What follows belongs to an exercise in optimizing a design on an open flow for small area; a production flow would make more cautious choices.
The RTL was checked by simulation tests, not by an equivalence proof against the original design.
No activity file was given, so power comes from the tool's default toggle rates.

==> flow/design.v <==
module obi_frame_mem #(
  parameter int NumWords   = 64,
  parameter int WaitCycles = 1,
  parameter int CntWidth   = 16
) (
  input  logic                clk_i,
  input  logic                rst_ni,
  input  logic                obi_req_i,
  input  logic [31:0]         obi_addr_i,
  input  logic                obi_we_i,
  input  logic [3:0]          obi_be_i,
  input  logic [31:0]         obi_wdata_i,
  input  logic [3:0]          obi_aid_i,
  output logic                obi_gnt_o,
  output logic                obi_rvalid_o,
  output logic [31:0]         obi_rdata_o,
  output logic [3:0]          obi_rid_o,
  output logic                obi_err_o,
  output logic [CntWidth-1:0] rd_cnt_o,
  output logic [CntWidth-1:0] wr_cnt_o,
  output logic                busy_o
);
  localparam int          NumPairs = NumWords / 2;
  localparam int          PairW    = $clog2(NumPairs);
  localparam logic [31:0] ErrData  = 32'hBADCAB1E;
  logic phase_q;
  logic pol_x_q;
  logic pol_y_q;
  always_ff @(posedge clk_i) begin
    phase_q <= ~phase_q;
    pol_x_q <= ~pol_y_q;
    pol_y_q <= pol_x_q;
  end
  logic [PairW-1:0] pair_q;
  logic             half_q;
  logic [3:0]       be_q;
  logic             we_q;
  logic             oor_q;
  logic [3:0]       aid_q;
  always_ff @(posedge clk_i) begin
    pair_q  <= obi_addr_i[7:3];
    half_q  <= obi_addr_i[2];
    be_q    <= obi_be_i;
    we_q    <= obi_we_i;
    oor_q   <= |obi_addr_i[31:8];
    aid_q   <= obi_aid_i;
  end
  logic stall_q;
  logic gnt;
  logic rvalid_q;
  logic do_read;
  logic do_write;
  assign gnt      = obi_req_i & stall_q;
  assign do_read  = gnt & ~we_q & ~oor_q;
  assign do_write = gnt &  we_q & ~oor_q;
  always_ff @(posedge clk_i or negedge rst_ni) begin
    if (!rst_ni) begin
      stall_q  <= 1'b0;
      rvalid_q <= 1'b0;
    end else begin
      stall_q  <= obi_req_i & ~stall_q;
      rvalid_q <= gnt;
    end
  end
  logic wr_in_x;
  logic pend_q;
  logic wr_en;
  assign wr_in_x = (half_q == phase_q);
  assign wr_en   = pend_q | (do_write & ~wr_in_x);
  always_ff @(posedge clk_i) begin
    pend_q <= do_write & wr_in_x;
  end
  logic [31:0] data_q;
  logic [31:0] mem_x [NumPairs];
  logic [31:0] mem_y [NumPairs];
  logic [31:0] x_d   [NumPairs];
  logic [3:0]  be_hit [NumPairs];
  logic [NumPairs-1:0] pair_hit_n;
  logic [NumPairs-1:0] rd_sel;
  for (genvar p = 0; p < NumPairs; p++) begin : g_pair
    assign pair_hit_n[p] = ~(wr_en & (pair_q == p));
    assign be_hit[p]     = {4{~pair_hit_n[p]}} & be_q;
    assign rd_sel[p]   = (obi_addr_i[7:3] == p);
    for (genvar b = 0; b < 32; b++) begin : g_wbit
      ofm_wbit u_wbit (
        .y_i   (mem_y[p][b]),
        .wd_i  (data_q[b]),
        .en_i  (be_hit[p][b/8]),
        .en_ni (pair_hit_n[p]),
        .x_no  (x_d[p][b])
      );
    end
    always_ff @(posedge clk_i) begin
      mem_x[p] <= x_d[p];
      mem_y[p] <= mem_x[p];
    end
  end
  logic [31:0] rd_x;
  for (genvar b = 0; b < 32; b++) begin : g_rbit
    logic [NumPairs-1:0] col;
    for (genvar p = 0; p < NumPairs; p++) begin : g_col
      assign col[p] = mem_x[p][b];
    end
    ofm_rmux u_rmux (
      .d_i   (col),
      .sel_i (rd_sel),
      .q_o   (rd_x[b])
    );
  end
  logic rd_in_x;
  logic rpol_q;
  assign rd_in_x = (obi_addr_i[2] == phase_q);
  always_ff @(posedge clk_i) begin
    if (obi_we_i) begin
      for (int b = 0; b < 4; b++) begin
        data_q[8*b +: 8] <= (obi_wdata_i[8*b +: 8] ^ {8{pol_x_q}}) | {8{~obi_be_i[b]}};
      end
    end else if (rd_in_x) begin
      data_q <= rd_x;
    end
    if (rd_in_x) begin
      rpol_q <= pol_x_q;
    end
  end
  assign obi_gnt_o    = gnt;
  assign obi_rvalid_o = rvalid_q;
  assign obi_rdata_o  = we_q ? 32'd0 : (oor_q ? ErrData : (data_q ^ {32{rpol_q}}));
  assign obi_rid_o    = aid_q;
  assign obi_err_o    = oor_q;
  assign busy_o       = obi_req_i | rvalid_q;
  always_ff @(posedge clk_i or negedge rst_ni) begin
    if (!rst_ni) begin
      rd_cnt_o <= '0;
      wr_cnt_o <= '0;
    end else begin
      if (do_read && (rd_cnt_o != '1)) begin
        rd_cnt_o <= rd_cnt_o + 1'b1;
      end
      if (do_write && (wr_cnt_o != '1)) begin
        wr_cnt_o <= wr_cnt_o + 1'b1;
      end
    end
  end
endmodule
module ofm_wbit (
  input  logic y_i,
  input  logic wd_i,
  input  logic en_i,
  input  logic en_ni,
  output logic x_no
);
  assign x_no = ~((y_i | en_i) & (wd_i | en_ni));
endmodule
module ofm_rmux (
  input  logic [31:0] d_i,
  input  logic [31:0] sel_i,
  output logic        q_o
);
  logic [10:0] t_n;
  for (genvar g = 0; g < 10; g++) begin : g_aoi
    ofm_aoi3 u_aoi (
      .d_i   (d_i[3*g +: 3]),
      .sel_i (sel_i[3*g +: 3]),
      .q_no  (t_n[g])
    );
  end
  ofm_aoi2 u_aoi_last (
    .d_i   (d_i[31:30]),
    .sel_i (sel_i[31:30]),
    .q_no  (t_n[10])
  );
  assign q_o = ~&t_n;
endmodule
module ofm_aoi3 (
  input  logic [2:0] d_i,
  input  logic [2:0] sel_i,
  output logic       q_no
);
  assign q_no = ~|(d_i & sel_i);
endmodule
module ofm_aoi2 (
  input  logic [1:0] d_i,
  input  logic [1:0] sel_i,
  output logic       q_no
);
  assign q_no = ~|(d_i & sel_i);
endmodule
==> flow/config.mk <==
export PLATFORM = sky130hd
export DESIGN_NAME = obi_frame_mem
export DESIGN_NICKNAME = obi_frame_mem
export VERILOG_FILES = /design/flow/design.v
export SDC_FILE = /design/flow/constraint.sdc
export NUM_CORES = 4
export LEC_CHECK = 0
export CAP_MARGIN = 20
export CORE_MARGIN = 2
export CORE_UTILIZATION = 40
export CTS_CLUSTER_DIAMETER = 100
export CTS_CLUSTER_SIZE = 25
export SLEW_MARGIN = 20
export SYNTH_HIERARCHICAL = 1
==> flow/constraint.sdc <==
create_clock -name core_clock -period 3.5 [get_ports {clk_i}]
set_input_delay 0.7000 -clock core_clock [delete_from_list [all_inputs] [get_ports {clk_i}]]
set_output_delay 0.7000 -clock core_clock [all_outputs]
set_load 0.01 [all_outputs]
standard.sh (not shown) runs the stock make flow with config.mk's settings and CLKGATE_MAP_FILE= SYNTH_SCRIPT=/design/flow/synth_recipe.tcl, a recipe that flattens the netlist after the stock synthesis.
==> flow/flow/run.sh <==
#!/bin/bash
# Standard layout (the standard.sh, standard synthesis) with two changes:
# - the port buffers are sky130_fd_sc_hd__buf_1 instead of the delay buffer
#   the default buffer_ports picks; every input and output port still gets
#   its own buffer;
# - clock tree synthesis uses the same sink clustering as config.mk, without
#   dummy loads.
# The make output goes to flow_make.log in the work folder; ORFS keeps each
# step's own log under orfs/logs.
set -euo pipefail
export BUFFER_PORTS_ARGS="-buffer_cell sky130_fd_sc_hd__buf_1"
export CTS_ARGS="-sink_clustering_enable -repair_clock_nets -sink_clustering_size 25 -sink_clustering_max_diameter 100 -dont_use_dummy_load"
bash standard.sh finish > flow_make.log 2>&1
The starting point produced a clean layout.
Next try:
Settings changed: GPL_TIMING_DRIVEN set to 0.
The new run finished with negative setup slack left. Non-clock buffer count drops by 43. First-iteration DRC count came out higher by a few percent. Via count is lower slightly. Register-to-register slack got worse by 0.45 ns. Global-route usage falls by 0.40 points. Clock skew is lower by 0.010 ns. Sequential cell count is unchanged. Core utilization increases by 0.25 points. Power barely changes.
Next try:
==> flow/flow/run.sh (replaced) <==
#!/bin/bash
# Standard layout (the standard.sh, standard synthesis), with the port
# buffers made from sky130_fd_sc_hd__buf_2 instead of the delay buffer the
# default buffer_ports picks. Every input and output port still gets its
# own buffer. The make output goes to flow_make.log in the work folder.
set -euo pipefail
export BUFFER_PORTS_ARGS="-buffer_cell sky130_fd_sc_hd__buf_2"
bash standard.sh finish > flow_make.log 2>&1
Settings changed: GPL_TIMING_DRIVEN 0 to unset.
Result:
- Now the flow went through all stages and came out clean
- first-iteration DRC count climbs by 2.3%
- hold slack loses 0.060 ns
- routed wire length increases by 2.6%
- cell count came out higher by 0.99%
- utilization decreases by 0.16 points
- worst setup slack improved by 0.48 ns
- combinational power is lower by about 10%
- maximum frequency came out higher by 16%
- count of clock-buffer cells in the layout goes up by 24
- non-clock buffer count grows by 30
- cell area came out lower by 0.34%

[what the ideal ports hide]
How much do the figures lean on ideal ports? The routed layouts below were timed once more, with nothing changed but the port constraints. Step 1 sets driving cells, clkbuf_16 on the clock port and buf_2 on the other inputs (assumed; they add their load-dependent delay and slew). Step 2 times the ports against the registers' clock, not the clock port: input delays grow and output delays shrink by t, the midpoint of the rising clock arrivals with the driver on. a / b / c = ideal ports / drivers / drivers and shift; a / b = the first two.
| run | t (ns) | setup slack, ns | hold WS [ns] | cell pins on the clock port's net |
|---|---|---|---|---|
| the first run | 0.784 | 0.358 / 0.278 / -0.050 | 0.064 / 0.006 / 0.306 | 1 |
| the second run | 0.768 | -0.030 / -0.060 / -0.829 | 0.105 / 0.051 / 0.317 | 1 |
| the third run | 0.792 | 0.447 / 0.368 / 0.104 | 0.045 / -0.014 / 0.328 | 1 |
Met with ideal ports but missed after step 2: setup timing in the first run. The setup slack of the second run, which loses most, moves by -0.030 ns with the drivers and by -0.799 ns with both steps.
